This is an optimization exercise on Yosys and OpenROAD, whose aim is small area, not a production implementation. In this exercise RTL edits were held to simulation tests only and were not proved equivalent to the original.

==> trial 22: inputs <==
==> flow/design.v <==
module grf_bypass_sb #(
  parameter int DATA_W   = 32,
  parameter int ADDR_W   = 5,
  parameter int ZERO_REG = 1,
  parameter int BYPASS   = 1
) (
  input  logic              Clk,
  input  logic              Clr_n,
  input  logic [ADDR_W-1:0] A1,
  input  logic [ADDR_W-1:0] A2,
  output logic [DATA_W-1:0] RD1,
  output logic [DATA_W-1:0] RD2,
  output logic              Busy1,
  output logic              Busy2,
  input  logic              WE0,
  input  logic [ADDR_W-1:0] A3_0,
  input  logic [DATA_W-1:0] WD0,
  input  logic              WE1,
  input  logic [ADDR_W-1:0] A3_1,
  input  logic [DATA_W-1:0] WD1,
  input  logic              RsvE,
  input  logic [ADDR_W-1:0] RsvA
);
  localparam int DEPTH = 2 ** ADDR_W;
  logic [DEPTH-1:0][DATA_W-1:0] regs_q;
  logic [DEPTH-1:0][DATA_W-1:0] regs_d;
  logic [DEPTH-1:0]  busy_q;
  logic [DEPTH-1:0]  busy_d;
  logic we0_ok;
  logic we1_ok;
  logic rsv_ok;
  function automatic logic is_zero(input logic [ADDR_W-1:0] a);
    is_zero = (ZERO_REG != 0) && (a == '0);
  endfunction
  always_comb begin
    we0_ok = WE0 && !is_zero(A3_0);
    we1_ok = WE1 && !is_zero(A3_1);
    rsv_ok = RsvE && !is_zero(RsvA);
  end
  always_comb begin
    regs_d = regs_q;
    busy_d = busy_q;
    if (we0_ok) begin
      regs_d[A3_0] = WD0;
      busy_d[A3_0] = 1'b0;
    end
    if (we1_ok) begin
      regs_d[A3_1] = WD1;
      busy_d[A3_1] = 1'b0;
    end
    if (rsv_ok) begin
      busy_d[RsvA] = 1'b1;
    end
  end
  always_ff @(posedge Clk or negedge Clr_n) begin
    if (!Clr_n) begin
      regs_q <= '0;
      busy_q <= '0;
    end else begin
      regs_q <= regs_d;
      busy_q <= busy_d;
    end
  end
  function automatic logic [DATA_W-1:0] rd_data(input logic [ADDR_W-1:0] a);
    logic [DATA_W-1:0] d;
    d = regs_q[a];
    if (is_zero(a)) begin
      d = '0;
    end else if ((BYPASS != 0) && WE1 && (A3_1 == a)) begin
      d = WD1;
    end else if ((BYPASS != 0) && WE0 && (A3_0 == a)) begin
      d = WD0;
    end
    rd_data = d;
  endfunction
  function automatic logic rd_busy(input logic [ADDR_W-1:0] a);
    logic b;
    b = busy_q[a];
    if (is_zero(a)) begin
      b = 1'b0;
    end else if ((BYPASS != 0) && ((WE1 && (A3_1 == a)) || (WE0 && (A3_0 == a)))) begin
      b = 1'b0;
    end
    rd_busy = b;
  endfunction
  always_comb begin
    RD1   = rd_data(A1);
    RD2   = rd_data(A2);
    Busy1 = rd_busy(A1);
    Busy2 = rd_busy(A2);
  end
endmodule
==> flow/run.sh <==
#!/bin/bash
# synth_recipe.tcl (not shown) runs the flow's synth.tcl, then flattens the netlist and writes it again
# the make line also repeats each setting of config.mk as NAME=value (left out here)
make -C /OpenROAD-flow-scripts/flow DESIGN_CONFIG=/design/flow/config.mk WORK_HOME=/design/flow/orfs CLKGATE_MAP_FILE= SYNTH_SCRIPT=/design/flow/synth_recipe.tcl finish
==> flow/config.mk <==
export PLATFORM = sky130hd
export DESIGN_NAME = grf_bypass_sb
export DESIGN_NICKNAME = grf_bypass_sb
export VERILOG_FILES = /design/flow/design.v
export SDC_FILE = /design/flow/constraint.sdc
export NUM_CORES = 4
export LEC_CHECK = 0
export CAP_MARGIN = 20
export CORE_MARGIN = 2
export CORE_UTILIZATION = 40
export SLEW_MARGIN = 20
==> flow/constraint.sdc <==
create_clock -name core_clock -period 6.5 [get_ports {Clk}]
set_input_delay 1.3000 -clock core_clock [delete_from_list [all_inputs] [get_ports {Clk}]]
set_output_delay 1.3000 -clock core_clock [all_outputs]
set_load 0.01 [all_outputs]
==> inputs of build 72, as changes to trial 22 <==
==> flow/design.v (replaced) <==
module grf_wbit (
  input  logic s1,
  input  logic s0,
  input  logic h,
  input  logic d1,
  input  logic d0,
  input  logic q,
  output logic d
);
  assign d = (s1 & d1) | (s0 & d0) | (h & q);
endmodule
module grf_aoi3 (
  input  logic [2:0] sel,
  input  logic [2:0] din,
  output logic       dn
);
  assign dn = ~|(sel & din);
endmodule
module grf_rbit #(
  parameter int N = 33
) (
  input  logic [N-1:0] sel,
  input  logic [N-1:0] din,
  output logic         dout
);
  localparam int G = N / 3;
  logic [G-1:0] gn;
  for (genvar g = 0; g < G; g++) begin : g_grp
    grf_aoi3 u_g (.sel(sel[3*g +: 3]), .din(din[3*g +: 3]), .dn(gn[g]));
  end
  assign dout = ~&gn;
endmodule
module grf_bypass_sb #(
  parameter int DATA_W   = 32,
  parameter int ADDR_W   = 5,
  parameter int ZERO_REG = 1,
  parameter int BYPASS   = 1
) (
  input  logic              Clk,
  input  logic              Clr_n,
  input  logic [ADDR_W-1:0] A1,
  input  logic [ADDR_W-1:0] A2,
  output logic [DATA_W-1:0] RD1,
  output logic [DATA_W-1:0] RD2,
  output logic              Busy1,
  output logic              Busy2,
  input  logic              WE0,
  input  logic [ADDR_W-1:0] A3_0,
  input  logic [DATA_W-1:0] WD0,
  input  logic              WE1,
  input  logic [ADDR_W-1:0] A3_1,
  input  logic [DATA_W-1:0] WD1,
  input  logic              RsvE,
  input  logic [ADDR_W-1:0] RsvA
);
  localparam int DEPTH = 2 ** ADDR_W;
  logic [DEPTH-1:1][DATA_W-1:0] regs_q;
  logic [DEPTH-1:1][DATA_W-1:0] regs_d;
  logic [DEPTH-1:1]             valid_q;
  logic [DEPTH-1:1]             busy_q;
  logic [DEPTH-1:1] w0, w1, rsv, take0, hold;
  always_comb begin
    for (int r = 1; r < DEPTH; r++) begin
      w0[r]  = WE0  && (A3_0 == ADDR_W'(r));
      w1[r]  = WE1  && (A3_1 == ADDR_W'(r));
      rsv[r] = RsvE && (RsvA == ADDR_W'(r));
    end
    take0 = w0 & ~w1;
    hold  = ~(w0 | w1);
  end
  for (genvar r = 1; r < DEPTH; r++) begin : g_reg
    for (genvar b = 0; b < DATA_W; b++) begin : g_bit
      grf_wbit u_w (
        .s1(w1[r]), .s0(take0[r]), .h(hold[r]),
        .d1(WD1[b]), .d0(WD0[b]), .q(regs_q[r][b]), .d(regs_d[r][b])
      );
    end
  end
  always_ff @(posedge Clk) begin
    regs_q <= regs_d;
  end
  always_ff @(posedge Clk or negedge Clr_n) begin
    if (!Clr_n) begin
      valid_q <= '0;
      busy_q  <= '0;
    end else begin
      valid_q <= valid_q | w0 | w1;
      busy_q  <= rsv | (busy_q & ~(w0 | w1));
    end
  end
  function automatic logic [DEPTH:0] rd_sel(input logic [ADDR_W-1:0] a);
    logic nz, m1, m0;
    logic [DEPTH:0] sel;
    nz = (a != '0);
    m1 = WE1 && (A3_1 == a);
    m0 = WE0 && (A3_0 == a);
    sel[DEPTH]   = nz && m1;
    sel[0]       = nz && m0 && !m1;
    for (int r = 1; r < DEPTH; r++)
      sel[r] = !m1 && !m0 && (a == ADDR_W'(r)) && valid_q[r];
    rd_sel = sel;
  endfunction
  function automatic logic rd_busy(input logic [ADDR_W-1:0] a);
    logic b;
    b = 1'b0;
    for (int r = 1; r < DEPTH; r++)
      b = b | ((a == ADDR_W'(r)) && busy_q[r]);
    rd_busy = b && !(WE1 && (A3_1 == a)) && !(WE0 && (A3_0 == a));
  endfunction
  logic [DEPTH:0] sel1, sel2;
  always_comb begin
    sel1  = rd_sel(A1);
    sel2  = rd_sel(A2);
    Busy1 = rd_busy(A1);
    Busy2 = rd_busy(A2);
  end
  logic [DATA_W-1:0][DEPTH:0] col;
  for (genvar b = 0; b < DATA_W; b++) begin : g_col
    assign col[b][DEPTH] = WD1[b];
    assign col[b][0]     = WD0[b];
    for (genvar r = 1; r < DEPTH; r++) begin : g_row
      assign col[b][r] = regs_q[r][b];
    end
  end
  for (genvar b = 0; b < DATA_W; b++) begin : g_rd
    grf_rbit #(.N(DEPTH + 1)) u_r1 (.sel(sel1), .din(col[b]), .dout(RD1[b]));
    grf_rbit #(.N(DEPTH + 1)) u_r2 (.sel(sel2), .din(col[b]), .dout(RD2[b]));
  end
endmodule
CORE_UTILIZATION = 60   (was 40)
CTS_BUF_LIST = sky130_fd_sc_hd__clkbuf_8   (was default)
GPL_TIMING_DRIVEN = 0   (was default)
SYNTH_HIERARCHICAL = 1   (was default)
==> summary.txt <==
| quantity | trial 22 | build 72 |
|---|---|---|
| Status | no timing/DRC/antenna violations | stopped before the end |
| Stage where the flow stopped | - | 5_1_grt |
| Synth Area per Inst | 9.879 um2 | 10.36 um2 |
| Share of synthesized area spent on multiplexers | 0.2949 | 0.002761 |
| Total of buffers placed on input and output ports | 159 | 148 |
| Most used standard cell by instance count after synthesis | nand2_1 | a222oi_1 |
| Summed instance area of the synthesized netlist | 0.06681 mm2 | 0.04668 mm2 |
| Syn Inst Count | 6763 | 4506 |
| Placement-stage cell area | 0.07045 mm2 | 0.05509 mm2 |
| Number of sinks handled by clock tree synthesis | 1056 | 1054 |
| Xor-xnor portion of the synthesized cell area | 0.004513 | 0.003752 |
| Clock buffer count from CTS | 114 | 172 |
| Total number of yosys warnings | 1 | 7 |
| Share of synthesized registers carrying an async set or reset | 1.000 | 0.05882 |
| Post-CTS repair timing setup buffer count | 0 | 8 |
| Sequential area share after synthesis | 0.3955 | 0.4587 |
| Adder and majority gate portion of the synthesized area | 0.001498 | 0 |
| Number of gates resized after CTS | 0 | 65 |
| Basic-gate share of the synthesized area counting and, or, nand and nor cells | 0.1116 | 0.07205 |
| Cell at the root of the clock tree | clkbuf_16 | clkbuf_8 |
| Most frequently used flop master after synthesis | dfrtp_1 | dfxtp_1 |
| Synth Area in Compound Gates | 0.1357 | 0.3788 |
| Maximum level of the CTS H-tree | 3 | 4 |
| Standard-cell row count | 149 | 102 |
| Detailed placer's ending HPWL | 156200 um | 167300 um |
| Starting density of the core | 0.4040 | 0.6046 |

what the ideal ports hide:
The flow's constraints put no driver on any port. The routed layout listed below was extracted and timed again, unchanged, in two steps. Step 1, drivers: a clkbuf_16 drives Clk and a buf_2 each remaining input, both assumed. Step 2 times the ports against the registers' clock, not the clock port: input delays grow and output delays shrink by t, the midpoint of the rising clock arrivals with the driver on. a / b / c = ideal ports / drivers / drivers and shift; a / b = the first two.
run: trial 22
shift t [ns]: 0.845
slack for setup (ns): 0.409 / 0.382 / 0.382
worst setup path at the end: input to output
pins driven straight from the clock port: 1
After both steps setup and hold are still met in trial 22. The setup slack of trial 22 moves by -0.027 ns with the drivers and by -0.027 ns with both steps.
